This design comes from an exercise in tuning for small area on the open sky130 flow, not from production work.
In this exercise RTL edits were held to simulation tests only and were not proved equivalent to the original.
Power figures rest on the tool's default switching activity, not on a simulated workload.

==> inputs of job 2251 <==
==> flow/design.v <==
package axis_lane_packer_pkg;
  localparam int LANE_WIDTH    = 16;
  localparam int DEF_IN_WIDTH  = 64;
  localparam int DEF_OUT_WIDTH = 256;
endpackage
module axis_pack_slot #(
  parameter int WIDTH = axis_lane_packer_pkg::DEF_IN_WIDTH
) (
  input  logic             clk,
  input  logic             wr,         
  input  logic             keep,       
  input  logic             load,       
  input  logic             hold,       
  input  logic [WIDTH-1:0] s_data,
  output logic [WIDTH-1:0] m_data
);
  logic [WIDTH-1:0] pack_q;
  logic [WIDTH-1:0] pack_d;
  assign pack_d = ({WIDTH{wr}} & s_data) | ({WIDTH{keep}} & pack_q);
  always_ff @(posedge clk) begin
    pack_q <= pack_d;
    m_data <= ({WIDTH{load}} & pack_d) | ({WIDTH{hold}} & m_data);
  end
endmodule
module axis_count_bit (
  input  logic clk,
  input  logic inc,      
  input  logic hold,     
  input  logic a_in,     
  output logic a_out,    
  output logic q
);
  logic sum;
  assign {a_out, sum} = {1'b0, q} + {1'b0, a_in};
  always_ff @(posedge clk) begin
    q <= (inc & sum) | (hold & q);
  end
endmodule
module axis_lane_packer #(
  parameter int IN_WIDTH  = axis_lane_packer_pkg::DEF_IN_WIDTH,
  parameter int OUT_WIDTH = axis_lane_packer_pkg::DEF_OUT_WIDTH
) (
  input  logic                             clk,
  input  logic                             rst,
  input  logic                             activate,
  input  logic                             s_valid,
  input  logic                             s_last,
  input  logic [IN_WIDTH-1:0]              s_data,
  output logic                             s_ready,
  output logic                             m_valid,
  output logic                             m_last,
  output logic [OUT_WIDTH-1:0]             m_data,
  output logic [OUT_WIDTH/axis_lane_packer_pkg::LANE_WIDTH-1:0]  m_keep,
  input  logic                             m_ready,
  output logic [31:0]                      words_out
);
  localparam int RATIO          = OUT_WIDTH / IN_WIDTH;
  localparam int LANES_PER_BEAT = IN_WIDTH / axis_lane_packer_pkg::LANE_WIDTH;
  localparam int IDX_W          = (RATIO > 1) ? $clog2(RATIO) : 1;
  localparam logic [IDX_W-1:0] LAST_IDX = IDX_W'(RATIO - 1);
  logic             clear;
  logic [IDX_W-1:0] idx_reg;     
  logic             pend_full;
  logic             pend_last;
  logic [IDX_W-1:0] out_idx;     
  logic             s_fire;
  logic             final_beat;
  logic             out_free;
  logic             m_fire;
  logic             out_load;
  assign clear = rst | ~activate;
  assign s_ready    = activate & ~rst & ~pend_full;
  assign s_fire     = s_valid & s_ready;
  assign final_beat = s_fire & (s_last | (idx_reg == LAST_IDX));
  assign out_free = ~m_valid | m_ready;
  assign m_fire   = m_valid & m_ready;
  assign out_load = out_free & (pend_full | final_beat);
  for (genvar gi = 0; gi < RATIO; gi++) begin : g_beat
    axis_pack_slot #(.WIDTH(IN_WIDTH)) u_slot (
      .clk    (clk),
      .wr     (s_fire & (idx_reg == IDX_W'(gi))),
      .keep   (~s_fire | (idx_reg != IDX_W'(gi))),
      .load   (out_load & (IDX_W'(gi) <= idx_reg)),
      .hold   (~out_load),
      .s_data (s_data),
      .m_data (m_data[gi*IN_WIDTH +: IN_WIDTH])
    );
    for (genvar li = 0; li < LANES_PER_BEAT; li++) begin : g_keep
      assign m_keep[gi*LANES_PER_BEAT + li] = (out_idx >= IDX_W'(gi));
    end
  end
  always_ff @(posedge clk) begin
    if (clear) begin
      idx_reg   <= '0;
      pend_full <= 1'b0;
      m_valid   <= 1'b0;
    end else begin
      if (out_load) begin
        idx_reg   <= '0;
        pend_full <= 1'b0;
        m_valid   <= 1'b1;
      end else begin
        if (final_beat) pend_full <= 1'b1;
        else if (s_fire) idx_reg <= idx_reg + 1'b1;
        if (m_fire) m_valid <= 1'b0;
      end
    end
  end
  always_ff @(posedge clk) begin
    if (final_beat) pend_last <= s_last;
    if (out_load) begin
      out_idx <= idx_reg;
      m_last  <= pend_full ? pend_last : s_last;
    end
  end
  logic [32:0] cnt_carry;
  logic [3:0]  cnt_ones;
  logic        cnt_inc;
  logic        cnt_hold;
  assign cnt_inc  = m_fire & ~clear;
  assign cnt_hold = ~m_fire & ~clear;
  for (genvar gk = 0; gk < 4; gk++) begin : g_cnt_grp
    assign cnt_ones[gk] = &words_out[8*gk +: 8];
    for (genvar gb = 0; gb < 8; gb++) begin : g_cnt_bit
      logic a_in;
      if (gb != 0) begin : g_chain
        assign a_in = cnt_carry[8*gk+gb];
      end else if (gk == 0) begin : g_lsb
        assign a_in = 1'b1;
      end else begin : g_grp_in
        assign a_in = &cnt_ones[gk-1:0];
      end
      axis_count_bit u_bit (
        .clk   (clk),
        .inc   (cnt_inc),
        .hold  (cnt_hold),
        .a_in  (a_in),
        .a_out (cnt_carry[8*gk+gb+1]),
        .q     (words_out[8*gk+gb])
      );
    end
  end
endmodule
==> flow/flow/run.sh <==
#!/bin/bash
# Standard layout, with each port buffered by the smallest buffer cell and a clock tree
# built from small clock buffers, in clusters of at most 10 registers, without dummy loads.
set -euo pipefail
bash standard.sh finish \
  "BUFFER_PORTS_ARGS=-buffer_cell sky130_fd_sc_hd__buf_1" \
  "CTS_ARGS=-sink_clustering_enable -repair_clock_nets -dont_use_dummy_load -buf_list {sky130_fd_sc_hd__clkbuf_4} -root_buf sky130_fd_sc_hd__clkbuf_8 -sink_clustering_size 10 -sink_clustering_max_diameter 40" \
  > standard.log 2>&1
==> flow/standard.sh <==
#!/bin/bash
# synth_recipe.tcl (not shown) runs the flow's synth.tcl, then flattens the netlist and writes it again
# the make line also repeats each setting of config.mk as NAME=value (left out here)
make -C /OpenROAD-flow-scripts/flow DESIGN_CONFIG=/design/flow/config.mk WORK_HOME=/design/flow/orfs CLKGATE_MAP_FILE= SYNTH_SCRIPT=/design/flow/synth_recipe.tcl "${@:-finish}"
==> flow/config.mk <==
export PLATFORM = sky130hd
export DESIGN_NAME = axis_lane_packer
export DESIGN_NICKNAME = axis_lane_packer
export VERILOG_FILES = /design/flow/design.v
export SDC_FILE = /design/flow/constraint.sdc
export NUM_CORES = 4
export LEC_CHECK = 0
export CAP_MARGIN = 20
export CORE_MARGIN = 2
export CORE_UTILIZATION = 70
export SLEW_MARGIN = 20
export SYNTH_HIERARCHICAL = 1
export SYNTH_MINIMUM_KEEP_SIZE = 0
==> flow/constraint.sdc <==
create_clock -name core_clock -period 4.0 [get_ports {clk}]
set_input_delay 0.8000 -clock core_clock [delete_from_list [all_inputs] [get_ports {clk}]]
set_output_delay 0.8000 -clock core_clock [all_outputs]
set_load 0.01 [all_outputs]
==> job 1535 (differences from job 2251) <==
==> flow/design.v, changed modules only <==
module axis_lane_packer #(
  parameter int IN_WIDTH  = axis_lane_packer_pkg::DEF_IN_WIDTH,
  parameter int OUT_WIDTH = axis_lane_packer_pkg::DEF_OUT_WIDTH
) (
  input  logic                             clk,
  input  logic                             rst,
  input  logic                             activate,
  input  logic                             s_valid,
  input  logic                             s_last,
  input  logic [IN_WIDTH-1:0]              s_data,
  output logic                             s_ready,
  output logic                             m_valid,
  output logic                             m_last,
  output logic [OUT_WIDTH-1:0]             m_data,
  output logic [OUT_WIDTH/axis_lane_packer_pkg::LANE_WIDTH-1:0]  m_keep,
  input  logic                             m_ready,
  output logic [31:0]                      words_out
);
  localparam int RATIO          = OUT_WIDTH / IN_WIDTH;
  localparam int LANES_PER_BEAT = IN_WIDTH / axis_lane_packer_pkg::LANE_WIDTH;
  localparam int IDX_W          = (RATIO > 1) ? $clog2(RATIO) : 1;
  localparam logic [IDX_W-1:0] LAST_IDX = IDX_W'(RATIO - 1);
  logic             clear;
  logic [IDX_W-1:0] idx_reg;     
  logic             pend_full;
  logic             pend_last;
  logic [IDX_W-1:0] out_idx;     
  logic             s_fire;
  logic             final_beat;
  logic             out_free;
  logic             m_fire;
  logic             out_load;
  assign clear = rst | ~activate;
  assign s_ready    = activate & ~rst & ~pend_full;
  assign s_fire     = s_valid & s_ready;
  assign final_beat = s_fire & (s_last | (idx_reg == LAST_IDX));
  assign out_free = ~m_valid | m_ready;
  assign m_fire   = m_valid & m_ready;
  assign out_load = out_free & (pend_full | final_beat);
  for (genvar gi = 0; gi < RATIO; gi++) begin : g_beat
    axis_pack_slot #(.WIDTH(IN_WIDTH)) u_slot (
      .clk    (clk),
      .wr     (s_fire & (idx_reg == IDX_W'(gi))),
      .keep   (~s_fire | (idx_reg != IDX_W'(gi))),
      .load   (out_load & (IDX_W'(gi) <= idx_reg)),
      .hold   (~out_load),
      .s_data (s_data),
      .m_data (m_data[gi*IN_WIDTH +: IN_WIDTH])
    );
    for (genvar li = 0; li < LANES_PER_BEAT; li++) begin : g_keep
      assign m_keep[gi*LANES_PER_BEAT + li] = (out_idx >= IDX_W'(gi));
    end
  end
  always_ff @(posedge clk) begin
    if (clear) begin
      idx_reg   <= '0;
      pend_full <= 1'b0;
      m_valid   <= 1'b0;
    end else begin
      if (out_load) begin
        idx_reg   <= '0;
        pend_full <= 1'b0;
        m_valid   <= 1'b1;
      end else begin
        if (final_beat) pend_full <= 1'b1;
        else if (s_fire) idx_reg <= idx_reg + 1'b1;
        if (m_fire) m_valid <= 1'b0;
      end
    end
  end
  always_ff @(posedge clk) begin
    if (final_beat) pend_last <= s_last;
    if (out_load) begin
      out_idx <= idx_reg;
      m_last  <= pend_full ? pend_last : s_last;
    end
  end
  always_ff @(posedge clk) begin
    if (clear) begin
      words_out <= '0;
    end else if (m_fire) begin
      words_out <= words_out + 32'd1;
    end
  end
endmodule
// module axis_count_bit removed
- CORE_UTILIZATION: 70 -> 55
==> job 904 (differences from job 2251) <==
--- a/flow/design.v
+++ b/flow/design.v
@@ -24,8 +24,7 @@
 endmodule
 module axis_count_bit (
   input  logic clk,
-  input  logic inc,      
-  input  logic hold,     
+  input  logic keep,     
   input  logic a_in,     
   output logic a_out,    
   output logic q
@@ -33,7 +32,7 @@
   logic sum;
   assign {a_out, sum} = {1'b0, q} + {1'b0, a_in};
   always_ff @(posedge clk) begin
-    q <= (inc & sum) | (hold & q);
+    q <= keep & sum;
   end
 endmodule
 module axis_lane_packer #(
@@ -115,10 +114,8 @@
   end
   logic [32:0] cnt_carry;
   logic [3:0]  cnt_ones;
-  logic        cnt_inc;
-  logic        cnt_hold;
-  assign cnt_inc  = m_fire & ~clear;
-  assign cnt_hold = ~m_fire & ~clear;
+  logic        cnt_keep;
+  assign cnt_keep = ~clear;
   for (genvar gk = 0; gk < 4; gk++) begin : g_cnt_grp
     assign cnt_ones[gk] = &words_out[8*gk +: 8];
     for (genvar gb = 0; gb < 8; gb++) begin : g_cnt_bit
@@ -126,14 +123,13 @@
       if (gb != 0) begin : g_chain
         assign a_in = cnt_carry[8*gk+gb];
       end else if (gk == 0) begin : g_lsb
-        assign a_in = 1'b1;
+        assign a_in = m_fire;
       end else begin : g_grp_in
-        assign a_in = &cnt_ones[gk-1:0];
+        assign a_in = m_fire & (&cnt_ones[gk-1:0]);
       end
       axis_count_bit u_bit (
         .clk   (clk),
-        .inc   (cnt_inc),
-        .hold  (cnt_hold),
+        .keep  (cnt_keep),
         .a_in  (a_in),
         .a_out (cnt_carry[8*gk+gb+1]),
         .q     (words_out[8*gk+gb])
- CAP_MARGIN: 20 -> 5
- SLEW_MARGIN: 20 -> 5
==> qor summary <==
item                                                                                      job 2251                     job 1535                            job 904
DRT met1 WL                                                                                18.7 mm                      21.1 mm                            18.2 mm
Clock tree cell share of total cell area                                                     2.87%                        2.95%                              2.87%
Pre-CTS setup slack                                                                        1200 ps                      1090 ps                             561 ps
Antenna violations before repair                                                                 1                            1                                  2
Outcome                                                           no timing/DRC/antenna violations  no timing/DRC/antenna violations   no timing/DRC/antenna violations
Total placed instance area                                                             18700 sq um                  18900 sq um                        18600 sq um
Delay of the slowest cell on the worst path                                                 480 ps                       530 ps                             540 ps
Slowest cell on crit path                                                                   nor4_1                        inv_8                              or4_4
Worst path most repeated cell                                                                 ha_1                            -                               ha_1
Total power per unit cell area                                                         477 nW/um^2                  477 nW/um^2                        478 nW/um^2
Synthesized-area fraction occupied by ao, oa, aoi and oai cells                              27.7%                        27.0%                              26.1%
Power attributed to combinational cells                                                   0.708 mW                     0.727 mW                           0.710 mW
Destination of the critical timing path                          g_cnt_grp[3].g_cnt_bit[7].u_bit.q  g_beat[0].u_slot.m_data[43]  g_cnt_grp[3].g_cnt_bit[7].u_bit.q
Reported clock group power                                                                 2.52 mW                      2.59 mW                            2.52 mW
Placed Cells incl. Taps                                                                       1907                         2053                               1909

separate check: timing with driven ports:
The flow's constraints put no driver on any port. The routed layouts listed below were extracted and timed again, unchanged, in two steps. Step 1: set_driving_cell puts a clkbuf_16 on clk and a buf_2 on each other input, an assumption about the parent block. Step 2 adds t to the input delays and takes it off the output delays; t is the mean of the earliest and latest rising clock arrival at the registers after step 1. Input paths then give back, and output paths get back, about the clock's delay inside the block. Slacks: ideal ports / drivers / drivers and shift; pairs: ideal ports / drivers.
| run | t (ns) | setup WS [ns] | worst setup path after step 2 | worst data-port slew with drivers (ns) |
|---|---|---|---|---|
| job 2251 | 0.601 | 1.246 / 1.246 / 1.170 | input to register | 0.08 |
| job 1535 | 0.606 | 1.384 / 1.384 / 1.085 | input to register | 0.07 |
| job 904 | 0.601 | 1.034 / 1.034 / 0.525 | input to register | 0.08 |
After both steps setup and hold are still met in every run listed. For job 904, which loses most, drivers alone change the setup slack by 0.000 ns; drivers and shift together by -0.509 ns.
